Source: an optimization exercise on an open RTL-to-GDS flow (aim: small area, a short achievable clock period and few clock cycles per item). Production flows keep margins and buffers that such runs may drop.
Function was checked by simulation only, so behaviour that the tests miss may differ from the original.

==> flow/design.v (excerpt) <==
module wm_block_blender #(
    parameter  int DATA_W = 8,
    parameter  int MAX_M  = 8,
    localparam int IDX_W  = $clog2(MAX_M * MAX_M)
) (
    input  wire logic              clk,
    input  wire logic              rst,
    input  wire logic [IDX_W-1:0]  cfg_m,
    input  wire logic [DATA_W:0]   cfg_bthr,
    input  wire logic [7:0]        cfg_amin,
    input  wire logic [7:0]        cfg_amax,
    input  wire logic [7:0]        cfg_bmin,
    input  wire logic [7:0]        cfg_bmax,
    input  wire logic              s_valid,
    output logic                   s_ready,
    input  wire logic [DATA_W-1:0] s_data,
    output logic                   m_valid,
    input  wire logic              m_ready,
    output logic [DATA_W-1:0]      m_data,
    output logic                   m_last,
    output logic                   busy,
    output logic                   err
);
    localparam int GAP_D = 11;
    localparam int GAP_S = 4;
    logic       rdy_q;
    logic       st_first, st_w, st_last;
  ...
Size in the first run: ~2700 cells after synthesis, about 760 flip-flops, ~72 I/O pins, roughly 28000 um2 of cells after synthesis.
clock: 13.0 ns
lec_check: 0
abc_area: 1
cap_margin: 20
core_margin: 2
core_utilization: 50
cts_cluster_diameter: 100
cts_cluster_size: 28
slew_margin: 20
tns_end_percent: 10
standard.sh (not shown) runs the stock make flow with config.mk's settings and CLKGATE_MAP_FILE= SYNTH_SCRIPT=/design/flow/synth_recipe.tcl, a recipe that flattens the netlist after the stock synthesis.
==> flow/flow/run.sh <==
#!/bin/bash
# Own flow: the standard ORFS flow (standard.sh) with two changes in how
# the layout is made; the clock, its period and the I/O constraints are
# unchanged:
#  * timing repair is asked to leave extra setup slack (SETUP_SLACK_MARGIN),
#  * the port buffers are sky130_fd_sc_hd__buf_4 cells.
set -euo pipefail
export SETUP_SLACK_MARGIN=9.5
export BUFFER_PORTS_ARGS="-buffer_cell sky130_fd_sc_hd__buf_4"
bash standard.sh > standard.log 2>&1
Testbench counts at the start, summed over its fixed seeds: cycles 17,040, items 7,956.
Change:
--- a/flow/config.mk
+++ b/flow/config.mk
@@ -15 +15 @@
-export TNS_END_PERCENT = 10
+export TNS_END_PERCENT = 0
After rerunning: Clock-buffer cell count is lower by 2. Wire length hardly moves. First-iteration DRC count is lower by 3.0%. Core utilization hardly moves.


Another version of the RTL of wm_block_blender (not shown whole).
Size: ~2400 cells after synthesis, ~760 flip-flops.
// wm_block_blender
module wm_block_blender #(
    parameter  int DATA_W = 8,
    parameter  int MAX_M  = 8,
    localparam int IDX_W  = $clog2(MAX_M * MAX_M)
) (
    input  wire logic              clk,
    input  wire logic              rst,
    input  wire logic [IDX_W-1:0]  cfg_m,
    input  wire logic [DATA_W:0]   cfg_bthr,
    input  wire logic [7:0]        cfg_amin,
    input  wire logic [7:0]        cfg_amax,
    input  wire logic [7:0]        cfg_bmin,
    input  wire logic [7:0]        cfg_bmax,
    input  wire logic              s_valid,
    output logic                   s_ready,
    input  wire logic [DATA_W-1:0] s_data,
    output logic                   m_valid,
    input  wire logic              m_ready,
    output logic [DATA_W-1:0]      m_data,
    output logic                   m_last,
    output logic                   busy,
    output logic                   err
);
export LEC_CHECK = 0
export CAP_MARGIN = 20
export CORE_MARGIN = 2
export CORE_UTILIZATION = 55
export CTS_CLUSTER_DIAMETER = 100
export CTS_CLUSTER_SIZE = 28
export GPL_TIMING_DRIVEN = 1
export SLEW_MARGIN = 20
export TNS_END_PERCENT = 10
create_clock -name core_clock -period 13.0 [get_ports {clk}]
==> flow/flow/run.sh <==
#!/bin/bash
# Own flow: the standard ORFS flow (standard.sh) with two changes in how
# the layout is made; the clock, its period and the I/O constraints are
# unchanged:
#  * timing repair is asked to leave extra setup slack (SETUP_SLACK_MARGIN),
#  * the port buffers are sky130_fd_sc_hd__buf_4 cells.
set -euo pipefail
export SETUP_SLACK_MARGIN=9.0
export BUFFER_PORTS_ARGS="-buffer_cell sky130_fd_sc_hd__buf_4"
bash standard.sh > standard.log 2>&1
Testbench counts at the start, summed over its fixed seeds: cycles 16,896, items 7,956.
Change:
--- a/flow/flow/run.sh
+++ b/flow/flow/run.sh
@@ -8 +8 @@
-export SETUP_SLACK_MARGIN=9.0
+export SETUP_SLACK_MARGIN=9.3
Settings changed: CORE_UTILIZATION 55 to 40, GPL_TIMING_DRIVEN 1 to default, TNS_END_PERCENT 10 to default.
Outcome: Utilization shrinks by 15 points; wire length climbs by a few percent; synthesized area stays the same; sequential share of layout area came out lower by 1.8 points; die area is higher by well over a third; global-route usage shrinks by 5.7 points.
Change:
--- a/flow/flow/run.sh
+++ b/flow/flow/run.sh
@@ -8 +8 @@
-export SETUP_SLACK_MARGIN=9.3
+export SETUP_SLACK_MARGIN=9.4
Settings changed: CORE_UTILIZATION 40 to 60, TNS_END_PERCENT from default to 10.
Effect: Hold slack barely changes. Worst setup slack got worse by 0.17 ns. Via count falls by 1.1%. Sequential share of layout area rose by 1.8 points. Flip-flop and latch count does not change. Wire length decreases by 4.8%. Synthesized cell count stays the same.
Change:
--- a/flow/flow/run.sh
+++ b/flow/flow/run.sh
@@ -8 +8 @@
-export SETUP_SLACK_MARGIN=9.4
+export SETUP_SLACK_MARGIN=9.2
Settings changed: CORE_UTILIZATION 60 to 50.
The changed run finished clean.
Cell count came out higher by 5.5%.
Via count grows by 1.3%.
Synthesized area does not change.


Another version of the RTL of wm_block_blender (not shown whole).
For scale: about 750 flip-flops, roughly 72 I/O pins, roughly 29000 um^2 of cells after synthesis.
Design wm_block_blender, start of the top module:
module wm_block_blender #(
    parameter  int DATA_W = 8,
    parameter  int MAX_M  = 8,
    localparam int IDX_W  = $clog2(MAX_M * MAX_M)
) (
    input  wire logic              clk,
    input  wire logic              rst,
    input  wire logic [IDX_W-1:0]  cfg_m,
    input  wire logic [DATA_W:0]   cfg_bthr,
    input  wire logic [7:0]        cfg_amin,
    input  wire logic [7:0]        cfg_amax,
    input  wire logic [7:0]        cfg_bmin,
    input  wire logic [7:0]        cfg_bmax,
    input  wire logic              s_valid,
    output logic                   s_ready,
    input  wire logic [DATA_W-1:0] s_data,
    output logic                   m_valid,
    input  wire logic              m_ready,
    output logic [DATA_W-1:0]      m_data,
    output logic                   m_last,
    output logic                   busy,
    output logic                   err
);
export LEC_CHECK = 0
export ABC_AREA = 1
export CAP_MARGIN = 20
export CORE_MARGIN = 2
export CORE_UTILIZATION = 50
export CTS_CLUSTER_DIAMETER = 100
export CTS_CLUSTER_SIZE = 28
export SLEW_MARGIN = 20
export TNS_END_PERCENT = 10
create_clock -name core_clock -period 13.0 [get_ports {clk}]
==> flow/flow/run.sh <==
#!/bin/bash
# Own flow: the standard ORFS flow (standard.sh) with two changes in how
# the layout is made; the clock, its period and the I/O constraints are
# unchanged:
#  * timing repair is asked to leave extra setup slack (SETUP_SLACK_MARGIN),
#  * the port buffers are sky130_fd_sc_hd__buf_4 cells.
set -euo pipefail
export SETUP_SLACK_MARGIN=9.8
export BUFFER_PORTS_ARGS="-buffer_cell sky130_fd_sc_hd__buf_4"
bash standard.sh > standard.log 2>&1
The starting point finished with timing, DRC and antenna clean.
Testbench counts at the start, summed over its fixed seeds: cycles 16,896, items 7,956.
Next try:
--- a/flow/flow/run.sh
+++ b/flow/flow/run.sh
@@ -6,5 +6,5 @@
 #  * the port buffers are sky130_fd_sc_hd__buf_4 cells.
 set -euo pipefail
-export SETUP_SLACK_MARGIN=9.8
+export SETUP_SLACK_MARGIN=9.5
 export BUFFER_PORTS_ARGS="-buffer_cell sky130_fd_sc_hd__buf_4"
 bash standard.sh > standard.log 2>&1
Setup slack improved by 0.017 ns.
Core utilization goes down by 1.0 points.
Wire length goes down by about 1.6%.
Cell count goes down by about 0.7%.
Global-route usage goes down by 0.26 points.
Synthesized cell count is unchanged.
Design area goes down by 1.8%.
Next try:
--- a/flow/flow/run.sh
+++ b/flow/flow/run.sh
@@ -6,5 +6,5 @@
 #  * the port buffers are sky130_fd_sc_hd__buf_4 cells.
 set -euo pipefail
-export SETUP_SLACK_MARGIN=9.5
+export SETUP_SLACK_MARGIN=9.2
 export BUFFER_PORTS_ARGS="-buffer_cell sky130_fd_sc_hd__buf_4"
 bash standard.sh > standard.log 2>&1
ABC_AREA = default   (was 1)
Result: Final area goes down by 0.37%. Setup slack degrades by 0.15 ns. Clock skew is about the same. Fmax decreases by 3.9%. Wire length shrinks by 3.8%. Utilization is about the same. Die area came out lower by 0.45%. Count of clock-buffer cells in the layout went up by 3. Synthesized area came out lower by 0.46%.

==> afterwards: timing with drivers on the ports <==
How much do the figures lean on ideal ports? The routed layouts below were timed once more, with nothing changed but the port constraints. Step 1: set_driving_cell puts a clkbuf_16 on clk and a buf_2 on each other input, an assumption about the parent block. Step 2, shift: input delay + t, output delay - t, t = (earliest + latest rising clock arrival at the registers) / 2. This alone moves slack from input paths to output paths. a / b / c = ideal / step 1 / step 2; a / b = the first two.
run | shift t [ns] | setup slack, ns | slew at the worst register clock pin (ns) | worst data-port slew with drivers (ns) | pins driven straight from the clock port
the first run of note 1 | 0.641 | 9.164 / 9.109 / 8.604 | 0.11 / 0.11 | 0.09 | 1
the second run of note 1 | 0.639 | 9.165 / 9.118 / 8.511 | 0.11 / 0.11 | 0.07 | 1
the first run of note 2 | 0.641 | 8.950 / 8.911 / 8.270 | 0.12 / 0.12 | 0.11 | 1
the second run of note 2 | 0.651 | 9.018 / 9.018 / 8.422 | 0.11 / 0.11 | 0.07 | 1
the third run of note 2 | 0.647 | 8.851 / 8.845 / 8.198 | 0.11 / 0.11 | 0.09 | 1
the fourth run of note 2 | 0.640 | 9.040 / 9.026 / 8.386 | 0.11 / 0.11 | 0.07 | 1
the first run of note 3 | 0.633 | 9.182 / 9.104 / 8.470 | 0.11 / 0.11 | 0.14 | 1
the second run of note 3 | 0.629 | 9.198 / 9.104 / 8.475 | 0.11 / 0.11 | 0.15 | 1
the third run of note 3 | 0.697 | 9.044 / 9.036 / 8.339 | 0.11 / 0.11 | 0.10 | 1
After both steps every run listed still meets setup and hold. The setup slack of the second run of note 3, which loses most, moves by -0.094 ns with the drivers and by -0.723 ns with both steps.
